This design comes from an exercise in tuning for small area and a short achievable clock period on the open sky130 flow, not from production work. At most, simulation tests tie the RTL to the original design; equivalence was not proved. Power figures rest on the tool's default switching activity, not on a simulated workload.

Design sb_top, start of the top module:
module sb_top (
    input  logic        clk,
    input  logic        rst,
    input  logic        inst_valid,
    input  logic [31:0] inst,
    input  logic [3:0]  fu_done,      
    output logic        issue_ok,
    output logic [18:0] read,
    output logic [8:0]  wb
);
For scale: roughly 580 cells after synthesis, roughly 110 flip-flops, ~68 I/O pins, ~6200 µm² of cells after synthesis.
==> module writeback_select, before the edit <==
module writeback_select (
    input  logic [3:0]   done,
    input  logic [3:0]   r1,
    input  logic [3:0]   r2,
    input  logic [15:0]  m1,
    input  logic [15:0]  m2,
    input  logic [19:0]  dst,        
    output logic [3:0]   wg,
    output logic [8:0]   wb
);
    logic [3:0] war;
    logic [3:0] wreq;
    always_comb begin
        for (int u = 0; u < 4; u++) begin
            war[u] = 1'b0;
            for (int j = 0; j < 4; j++) begin
                if (j != u) war[u] = war[u] || (r1[j] && m1[4*j+u]) || (r2[j] && m2[4*j+u]);
            end
        end
    end
    assign wreq  = done & ~war;
    assign wg[0] = wreq[0];
    assign wg[1] = wreq[1] && !wreq[0];
    assign wg[2] = wreq[2] && !wreq[1] && !wreq[0];
    assign wg[3] = wreq[3] && !wreq[2] && !wreq[1] && !wreq[0];
    assign wb[8]   = |wreq;
    assign wb[7]   = wg[3];
    assign wb[6]   = wg[1] || wg[2];
    assign wb[5]   = wg[0] || wg[2];
    assign wb[4:0] = ({5{wg[0]}} & dst[4:0])   | ({5{wg[1]}} & dst[9:5]) |
                     ({5{wg[2]}} & dst[14:10]) | ({5{wg[3]}} & dst[19:15]);
endmodule
==> module sb_top, before the edit <==
module sb_top (
    input  logic        clk,
    input  logic        rst,
    input  logic        inst_valid,
    input  logic [31:0] inst,
    input  logic [3:0]  fu_done,      
    output logic        issue_ok,
    output logic [18:0] read,
    output logic [8:0]  wb
);
    localparam int N = 4;
    logic [4:0] alu_op;
    logic [4:0] rd, rs1, rs2;
    logic       has_rd, has_rs2;
    logic [N-1:0]        busy_q;
    logic [N-1:0]        done_q;
    logic [N-1:0]        r1_q;       
    logic [N-1:0]        r2_q;
    logic [N-1:0]        took_q;     
    logic [4:0]          dst0_q, dst2_q, dst3_q;
    logic [N-1:0][4:0]   s1_q;
    logic [4:0]          s20_q, s22_q, s23_q;
    logic [4:0]          mreg_q;     
    logic [N-1:0][4:0]   dst_v;      
    logic [N-1:0][4:0]   s2_v;
    logic [N-1:0][4:0]   dcmp;       
    logic [N-1:0][4:0]   s2cmp;      
    logic [N-1:0]        s2ok;
    logic [N-1:0][N-1:0] m1_q;       
    logic [N-1:0][N-1:0] m2_q;
    logic [4:0]          op_alu_q;
    logic [3:0]          op_mem_q;
    logic [1:0]          op_mul_q;
    logic [1:0]          op_div_q;
    logic [N-1:0] dnz, e1, e2, f1, f2, fire;
    logic [N-1:0] rg, wg, wake1, wake2;
    logic         w1_new, w2_new, rdnz;
    inst_decoder decoder_i (
        .inst    (inst),
        .alu_op  (alu_op),
        .rd      (rd),
        .rs1     (rs1),
        .rs2     (rs2),
        .has_rd  (has_rd),
        .has_rs2 (has_rs2)
    );
    issue_check issue_i (
        .inst       (inst),
        .inst_valid (inst_valid),
        .busy       (busy_q),
        .dst        (dst_v),
        .issue_ok   (issue_ok),
        .fire       (fire)
    );
    read_dispatch read_i (
        .r1     (r1_q),
        .r2     (r2_q),
        .op_alu (op_alu_q),
        .op_mem (op_mem_q),
        .op_mul (op_mul_q),
        .op_div (op_div_q),
        .s1     (s1_q),
        .s2     (s2_v),
        .rg     (rg),
        .read   (read)
    );
    writeback_select wb_i (
        .done (done_q),
        .r1   (r1_q),
        .r2   (r2_q),
        .m1   (m1_q),
        .m2   (m2_q),
        .dst  (dst_v),
        .wg   (wg),
        .wb   (wb)
    );
    assign rdnz = has_rd && (|rd);
    always_comb begin
        dst_v[0] = dst0_q;
        dst_v[1] = op_mem_q[0] ? 5'd0 : mreg_q;
        dst_v[2] = dst2_q;
        dst_v[3] = dst3_q;
        s2_v[0]  = s20_q;
        s2_v[1]  = op_mem_q[0] ? mreg_q : 5'd0;
        s2_v[2]  = s22_q;
        s2_v[3]  = s23_q;
        for (int u = 0; u < N; u++) begin
            dcmp[u]  = dst_v[u];
            s2cmp[u] = s2_v[u];
            dnz[u]   = |dst_v[u];
            s2ok[u]  = 1'b1;
        end
        dcmp[1]  = mreg_q;
        s2cmp[1] = mreg_q;
        dnz[1]   = !op_mem_q[0] && (|mreg_q);
        s2ok[1]  = op_mem_q[0];
        for (int u = 0; u < N; u++) begin
            e1[u]  = dnz[u] && (dcmp[u] == rs1);
            e2[u]  = dnz[u] && (dcmp[u] == rs2) && has_rs2;
            f1[u]  = rdnz && (s1_q[u] == rd);
            f2[u]  = rdnz && s2ok[u] && (s2cmp[u] == rd);
        end
    end
    always_comb begin
        for (int j = 0; j < N; j++) begin
            wake1[j] = 1'b0;
            wake2[j] = 1'b0;
            for (int u = 0; u < N; u++) begin
                if (u != j) begin
                    wake1[j] = wake1[j] || (wg[u] && m1_q[j][u]);
                    wake2[j] = wake2[j] || (wg[u] && m2_q[j][u]);
                end
            end
            wake1[j] = wake1[j] && !r1_q[j] && !took_q[j];
            wake2[j] = wake2[j] && !r2_q[j] && !took_q[j];
        end
    end
    assign w1_new = |(busy_q & e1 & ~wg);
    assign w2_new = |(busy_q & e2 & ~wg);
    always_ff @(posedge clk or posedge rst) begin
        if (rst) begin
            busy_q <= '0;
            done_q <= '0;
            r1_q   <= '0;
            r2_q   <= '0;
        end else begin
            for (int j = 0; j < N; j++) begin
                if (busy_q[j]) begin
                    busy_q[j] <= !wg[j];
                    done_q[j] <= !wg[j] && (done_q[j] || fu_done[j]);
                    r1_q[j]   <= !wg[j] && ((r1_q[j] && !rg[j]) || wake1[j]);
                    r2_q[j]   <= !wg[j] && ((r2_q[j] && !rg[j]) || wake2[j]);
                end else begin
                    busy_q[j] <= fire[j];
                    done_q[j] <= 1'b0;
                    r1_q[j]   <= fire[j] && !w1_new;
                    r2_q[j]   <= fire[j] && !w2_new;
                end
            end
        end
    end
    always_ff @(posedge clk) begin
        for (int j = 0; j < N; j++) begin
            if (busy_q[j]) begin
                took_q[j] <= took_q[j] || rg[j];
                for (int u = 0; u < N; u++) begin
                    if (u != j && !busy_q[u]) begin
                        m1_q[j][u] <= f1[j];
                        m2_q[j][u] <= f2[j];
                    end
                end
            end else begin
                took_q[j] <= 1'b0;
                s1_q[j]  <= rs1;
                for (int u = 0; u < N; u++) begin
                    if (u != j) begin
                        m1_q[j][u] <= e1[u];
                        m2_q[j][u] <= e2[u];
                    end
                end
            end
        end
        if (!busy_q[0]) op_alu_q <= alu_op;
        if (!busy_q[1]) op_mem_q <= {inst[14:12], inst[5]};
        if (!busy_q[1]) mreg_q   <= inst[5] ? rs2 : rd;
        if (!busy_q[0]) dst0_q   <= rd;      
        if (!busy_q[2]) dst2_q   <= rd;      
        if (!busy_q[3]) dst3_q   <= rd;
        if (!busy_q[0]) s20_q    <= has_rs2 ? rs2 : 5'd0;
        if (!busy_q[2]) s22_q    <= rs2;
        if (!busy_q[3]) s23_q    <= rs2;
        if (!busy_q[2]) op_mul_q <= inst[13:12];
        if (!busy_q[3]) op_div_q <= inst[13:12];
    end
endmodule
export LEC_CHECK = 0
export CAP_MARGIN = 20
export CORE_MARGIN = 2
export CORE_UTILIZATION = 40
export SETUP_SLACK_MARGIN = 2.3
export SLEW_MARGIN = 20
create_clock -name core_clock -period 5.5 [get_ports {clk}]
standard.sh (not shown) runs the stock make flow with config.mk's settings and CLKGATE_MAP_FILE= SYNTH_SCRIPT=/design/flow/synth_recipe.tcl, a recipe that flattens the netlist after the stock synthesis.
==> flow/flow/run.sh <==
#!/bin/bash
set -euo pipefail
P=sky130_fd_sc_hd__
DU=""
for c in probe_p_8 probec_p_8 lpflow_bleeder_1 \
         lpflow_clkbufkapwr_1 lpflow_clkbufkapwr_16 lpflow_clkbufkapwr_2 lpflow_clkbufkapwr_4 lpflow_clkbufkapwr_8 \
         lpflow_clkinvkapwr_1 lpflow_clkinvkapwr_16 lpflow_clkinvkapwr_2 lpflow_clkinvkapwr_4 lpflow_clkinvkapwr_8 \
         lpflow_decapkapwr_12 lpflow_decapkapwr_3 lpflow_decapkapwr_4 lpflow_decapkapwr_6 lpflow_decapkapwr_8 \
         lpflow_inputiso0n_1 lpflow_inputiso0p_1 lpflow_inputiso1n_1 lpflow_inputiso1p_1 lpflow_inputisolatch_1 \
         lpflow_isobufsrc_1 lpflow_isobufsrc_16 lpflow_isobufsrc_2 lpflow_isobufsrc_4 lpflow_isobufsrc_8 \
         lpflow_isobufsrckapwr_16 lpflow_lsbuf_lh_hl_isowell_tap_1 lpflow_lsbuf_lh_hl_isowell_tap_2 \
         lpflow_lsbuf_lh_hl_isowell_tap_4 lpflow_lsbuf_lh_isowell_4 lpflow_lsbuf_lh_isowell_tap_1 \
         lpflow_lsbuf_lh_isowell_tap_2 lpflow_lsbuf_lh_isowell_tap_4 \
         or3_1 or3_2 or3_4 or3b_1 or3b_2 or3b_4 or4_1 or4_2 or4_4 or4b_1 or4b_2 or4b_4 \
         or4bb_1 or4bb_2 or4bb_4 o41a_1 o41a_2 o41a_4 o41ai_1 o41ai_2 o41ai_4 \
         a2111o_1 a2111o_2 a2111o_4 a2111oi_0 a2111oi_1 a2111oi_2 a2111oi_4 \
         o2111a_1 o2111a_2 o2111a_4 o2111ai_1 o2111ai_2 o2111ai_4 a41o_1 a41o_2 a41o_4; do
  DU="$DU $P$c"
done
DU="${DU# }"
BP="-buffer_cell ${P}buf_2"
CTS="-sink_clustering_enable -repair_clock_nets -tree_buf ${P}clkbuf_8 -buf_list {${P}clkbuf_8} -root_buf ${P}clkbuf_16 -sink_clustering_buffer ${P}clkbuf_8"
bash standard.sh DONT_USE_CELLS="$DU" BUFFER_PORTS_ARGS="$BP" CTS_ARGS="$CTS" finish > standard.log 2>&1
Edit:
--- a/flow/design.v
+++ b/flow/design.v
@@ -110,22 +110,10 @@
 module writeback_select (
     input  logic [3:0]   done,
-    input  logic [3:0]   r1,
-    input  logic [3:0]   r2,
-    input  logic [15:0]  m1,
-    input  logic [15:0]  m2,
+    input  logic [3:0]   war,
     input  logic [19:0]  dst,        
     output logic [3:0]   wg,
     output logic [8:0]   wb
 );
-    logic [3:0] war;
     logic [3:0] wreq;
-    always_comb begin
-        for (int u = 0; u < 4; u++) begin
-            war[u] = 1'b0;
-            for (int j = 0; j < 4; j++) begin
-                if (j != u) war[u] = war[u] || (r1[j] && m1[4*j+u]) || (r2[j] && m2[4*j+u]);
-            end
-        end
-    end
     assign wreq  = done & ~war;
     assign wg[0] = wreq[0];
@@ -160,4 +148,5 @@
     logic [N-1:0]        r2_q;
     logic [N-1:0]        took_q;     
+    logic [N-1:0]        war_q;      
     logic [4:0]          dst0_q, dst2_q, dst3_q;
     logic [N-1:0][4:0]   s1_q;
@@ -176,5 +165,6 @@
     logic [1:0]          op_div_q;
     logic [N-1:0] dnz, e1, e2, f1, f2, fire;
-    logic [N-1:0] rg, wg, wake1, wake2;
+    logic [N-1:0] rg, wg, wake1, wake2, rk1, rk2, war_n;
+    logic         war_new;
     logic         w1_new, w2_new, rdnz;
     inst_decoder decoder_i (
@@ -209,8 +199,5 @@
     writeback_select wb_i (
         .done (done_q),
-        .r1   (r1_q),
-        .r2   (r2_q),
-        .m1   (m1_q),
-        .m2   (m2_q),
+        .war  (war_q),
         .dst  (dst_v),
         .wg   (wg),
@@ -258,4 +245,19 @@
         end
     end
+    assign rk1 = r1_q & ~rg & ~wg;
+    assign rk2 = r2_q & ~rg & ~wg;
+    assign war_new = |((rk1 & f1) | (rk2 & f2));
+    always_comb begin
+        for (int u = 0; u < N; u++) begin
+            war_n[u] = 1'b0;
+            for (int j = 0; j < N; j++) begin
+                if (j != u) war_n[u] = war_n[u] || (rk1[j] && m1_q[j][u]) || (rk2[j] && m2_q[j][u]);
+            end
+            if (!busy_q[u]) war_n[u] = war_new;
+        end
+    end
+    always_ff @(posedge clk) begin
+        war_q <= war_n;
+    end
     assign w1_new = |(busy_q & e1 & ~wg);
     assign w2_new = |(busy_q & e2 & ~wg);
=> The new run completed without violations; total power grows by about 25%; worst hold slack improves by 0.040 ns; final area goes up by 3.9%; sequential cell count rose by 4; global-route usage goes up by 0.23 points; cell count increases by 6.9%; wire length increases by about 6%; via count climbs by 5.4%; sequential power goes up by about 10%; die area rises by about 4%; utilization came out lower by 0.29 points; area after synthesis goes up by 4.1%; clock skew stays flat; setup slack improves by 0.15 ns.
No functional check of the RTL was part of the second run of this note.

08-20:
Another version of the RTL of sb_top (not shown whole).
For scale: ~120 flip-flops, about 68 I/O pins, ~0.0064 sq mm of cells after synthesis.
==> flow/config.mk <==
export PLATFORM = sky130hd
export DESIGN_NAME = sb_top
export DESIGN_NICKNAME = sb_top
export VERILOG_FILES = /design/flow/design.v
export SDC_FILE = /design/flow/constraint.sdc
export NUM_CORES = 4
export LEC_CHECK = 0
export CAP_MARGIN = 20
export CORE_MARGIN = 2
export CORE_UTILIZATION = 40
export SETUP_SLACK_MARGIN = 2.0
export SLEW_MARGIN = 20
==> flow/constraint.sdc <==
create_clock -name core_clock -period 5.5 [get_ports {clk}]
set_input_delay 1.1000 -clock core_clock [delete_from_list [all_inputs] [get_ports {clk}]]
set_output_delay 1.1000 -clock core_clock [all_outputs]
set_load 0.01 [all_outputs]
==> flow/flow/run.sh <==
#!/bin/bash
set -euo pipefail
P=sky130_fd_sc_hd__
DU=""
for c in probe_p_8 probec_p_8 lpflow_bleeder_1 \
         lpflow_clkbufkapwr_1 lpflow_clkbufkapwr_16 lpflow_clkbufkapwr_2 lpflow_clkbufkapwr_4 lpflow_clkbufkapwr_8 \
         lpflow_clkinvkapwr_1 lpflow_clkinvkapwr_16 lpflow_clkinvkapwr_2 lpflow_clkinvkapwr_4 lpflow_clkinvkapwr_8 \
         lpflow_decapkapwr_12 lpflow_decapkapwr_3 lpflow_decapkapwr_4 lpflow_decapkapwr_6 lpflow_decapkapwr_8 \
         lpflow_inputiso0n_1 lpflow_inputiso0p_1 lpflow_inputiso1n_1 lpflow_inputiso1p_1 lpflow_inputisolatch_1 \
         lpflow_isobufsrc_1 lpflow_isobufsrc_16 lpflow_isobufsrc_2 lpflow_isobufsrc_4 lpflow_isobufsrc_8 \
         lpflow_isobufsrckapwr_16 lpflow_lsbuf_lh_hl_isowell_tap_1 lpflow_lsbuf_lh_hl_isowell_tap_2 \
         lpflow_lsbuf_lh_hl_isowell_tap_4 lpflow_lsbuf_lh_isowell_4 lpflow_lsbuf_lh_isowell_tap_1 \
         lpflow_lsbuf_lh_isowell_tap_2 lpflow_lsbuf_lh_isowell_tap_4 \
         or3_1 or3_2 or3_4 or3b_1 or3b_2 or3b_4 or4_1 or4_2 or4_4 or4b_1 or4b_2 or4b_4 \
         or4bb_1 or4bb_2 or4bb_4 o41a_1 o41a_2 o41a_4 o41ai_1 o41ai_2 o41ai_4 \
         a2111o_1 a2111o_2 a2111o_4 a2111oi_0 a2111oi_1 a2111oi_2 a2111oi_4 \
         o2111a_1 o2111a_2 o2111a_4 o2111ai_1 o2111ai_2 o2111ai_4 a41o_1 a41o_2 a41o_4 \
         nor4_1 nor4_2 nor4_4 nor4b_1 nor4b_2 nor4b_4 nor4bb_1 nor4bb_2 nor4bb_4 a222oi_1 \
         a311o_1 a311o_2 a311o_4 a311oi_1 a311oi_2 a311oi_4 o311a_1 o311a_2 o311a_4 \
         o311ai_0 o311ai_1 o311ai_2 o311ai_4 and4b_1 and4b_2 and4b_4 and4bb_1 and4bb_2 and4bb_4; do
  DU="$DU $P$c"
done
DU="${DU# }"
BP="-buffer_cell ${P}buf_2"
CTS="-sink_clustering_enable -repair_clock_nets -tree_buf ${P}clkbuf_8 -buf_list {${P}clkbuf_8} -root_buf ${P}clkbuf_16 -sink_clustering_buffer ${P}clkbuf_8"
bash standard.sh DONT_USE_CELLS="$DU" BUFFER_PORTS_ARGS="$BP" CTS_ARGS="$CTS" finish > standard.log 2>&1
### 08-20 -> 03-12
--- a/flow/design.v
+++ b/flow/design.v
@@ -30,13 +30,12 @@
     assign rs2     = inst[24:20];
 endmodule
 module issue_check (
     input  logic [31:0] inst,
     input  logic        inst_valid,
     input  logic [3:0]  busy,
-    input  logic [3:0]  pend,        
     input  logic [19:0] dst,         
     output logic        issue_ok,
     output logic [3:0]  fire
 );
     logic       opc_ok, f7_mid, a, b;
     logic [2:0] f3;
@@ -66,13 +65,13 @@
             default: sel[1] = !f3[2] && !(f3[1] && f3[0]);
         endcase
         sel = sel & {4{opc_ok}};
     end
     always_comb begin
         for (int u = 0; u < 4; u++) begin
-            hit[u] = pend[u] && (dst[5*u +: 5] == inst[11:7]);
+            hit[u] = busy[u] && (|dst[5*u +: 5]) && (dst[5*u +: 5] == inst[11:7]);
         end
     end
     assign waw      = (inst[4] || !inst[5]) && (|hit);
     assign issue_ok = |(sel & ~busy) && !waw;
     assign fire     = {4{inst_valid && !waw}} & sel & ~busy;
 endmodule
@@ -157,13 +156,12 @@
     logic       has_rd, has_rs2;
     logic [N-1:0]        busy_q;
     logic [N-1:0]        done_q;
     logic [N-1:0]        r1_q;       
     logic [N-1:0]        r2_q;
     logic [N-1:0]        took_q;     
-    logic [N-1:0]        pend_q;     
     logic [4:0]          dst0_q, dst2_q, dst3_q;
     logic [N-1:0][4:0]   s1_q;
     logic [4:0]          s20_q, s22_q, s23_q;
     logic [4:0]          mreg_q;     
     logic [N-1:0][4:0]   dst_v;      
     logic [N-1:0][4:0]   s2_v;
@@ -173,13 +171,13 @@
     logic [N-1:0][N-1:0] m1_q;       
     logic [N-1:0][N-1:0] m2_q;
     logic [4:0]          op_alu_q;
     logic [3:0]          op_mem_q;
     logic [1:0]          op_mul_q;
     logic [1:0]          op_div_q;
-    logic [N-1:0] e1, e2, f1, f2, fire;
+    logic [N-1:0] dnz, e1, e2, f1, f2, fire;
     logic [N-1:0] rg, wg, wake1, wake2;
     logic         w1_new, w2_new, rdnz;
     inst_decoder decoder_i (
         .inst    (inst),
         .alu_op  (alu_op),
         .rd      (rd),
@@ -189,13 +187,12 @@
         .has_rs2 (has_rs2)
     );
     issue_check issue_i (
         .inst       (inst),
         .inst_valid (inst_valid),
         .busy       (busy_q),
-        .pend       (pend_q),
         .dst        (dst_v),
         .issue_ok   (issue_ok),
         .fire       (fire)
     );
     read_dispatch read_i (
         .r1     (r1_q),
@@ -229,20 +226,22 @@
         s2_v[1]  = op_mem_q[0] ? mreg_q : 5'd0;
         s2_v[2]  = s22_q;
         s2_v[3]  = s23_q;
         for (int u = 0; u < N; u++) begin
             dcmp[u]  = dst_v[u];
             s2cmp[u] = s2_v[u];
+            dnz[u]   = |dst_v[u];
             s2ok[u]  = 1'b1;
         end
         dcmp[1]  = mreg_q;
         s2cmp[1] = mreg_q;
+        dnz[1]   = !op_mem_q[0] && (|mreg_q);
         s2ok[1]  = op_mem_q[0];
         for (int u = 0; u < N; u++) begin
-            e1[u]  = pend_q[u] && (dcmp[u] == rs1);
-            e2[u]  = pend_q[u] && (dcmp[u] == rs2) && has_rs2;
+            e1[u]  = dnz[u] && (dcmp[u] == rs1);
+            e2[u]  = dnz[u] && (dcmp[u] == rs2) && has_rs2;
             f1[u]  = rdnz && (s1_q[u] == rd);
             f2[u]  = rdnz && s2ok[u] && (s2cmp[u] == rd);
         end
     end
     always_comb begin
         for (int j = 0; j < N; j++) begin
@@ -255,32 +254,29 @@
                 end
             end
             wake1[j] = wake1[j] && !r1_q[j] && !took_q[j];
             wake2[j] = wake2[j] && !r2_q[j] && !took_q[j];
         end
     end
-    assign w1_new = |(e1 & ~wg);
-    assign w2_new = |(e2 & ~wg);
+    assign w1_new = |(busy_q & e1 & ~wg);
+    assign w2_new = |(busy_q & e2 & ~wg);
     always_ff @(posedge clk or posedge rst) begin
         if (rst) begin
             busy_q <= '0;
-            pend_q <= '0;
             done_q <= '0;
             r1_q   <= '0;
             r2_q   <= '0;
         end else begin
             for (int j = 0; j < N; j++) begin
                 if (busy_q[j]) begin
                     busy_q[j] <= !wg[j];
-                    pend_q[j] <= pend_q[j] && !wg[j];
                     done_q[j] <= !wg[j] && (done_q[j] || fu_done[j]);
                     r1_q[j]   <= !wg[j] && ((r1_q[j] && !rg[j]) || wake1[j]);
                     r2_q[j]   <= !wg[j] && ((r2_q[j] && !rg[j]) || wake2[j]);
                 end else begin
                     busy_q[j] <= fire[j];
-                    pend_q[j] <= fire[j] && rdnz;
                     done_q[j] <= 1'b0;
                     r1_q[j]   <= fire[j] && !w1_new;
                     r2_q[j]   <= fire[j] && !w2_new;
                 end
             end
         end
Notes after the runs:
Effective utilization at floorplan came out higher on 03-12 than on 08-20. On register-to-register slack, the lower figure sits with 03-12, not 08-20. When 03-12 is measured against 08-20, its area of all placed cells without fillers turns out 500 sq um lower. Diff 08-20 -> 03-12: utilization has decreased, peak supply drop has decreased, flip-flop and latch count has decreased.
For 08-20, only the layout was checked, not whether the RTL still works.

afterwards: timing with drivers on the ports:
How much do the figures lean on ideal ports? The routed layouts below were timed once more, with nothing changed but the port constraints.
Step 1 assumes that a clkbuf_16 drives the clock port and a buf_2 every other input.
Step 2 times the ports against the registers' clock, not the clock port: input delays grow and output delays shrink by t, the midpoint of the rising clock arrivals with the driver on.
Slacks: no drivers / after step 1 / after step 2; pairs: no drivers / after step 1.
run	shift t [ns]	setup WS [ns]	worst hold slack (ns)	worst data-port slew with drivers (ns)	cell pins on the clock port's net
the first run of note 1	0.400	1.891 / 1.848 / 1.644	0.473 / 0.473 / 0.473	0.06	1
the second run of note 1	0.409	2.038 / 1.992 / 1.935	0.513 / 0.513 / 0.513	0.08	1
08-20	0.419	2.027 / 1.952 / 1.952	0.500 / 0.500 / 0.500	0.09	1
03-12	0.393	1.992 / 1.972 / 1.972	0.497 / 0.497 / 0.497	0.03	1
After both steps setup and hold are still met in every run listed. For the first run of note 1, which loses most, drivers alone change the setup slack by -0.043 ns; drivers and shift together by -0.247 ns.
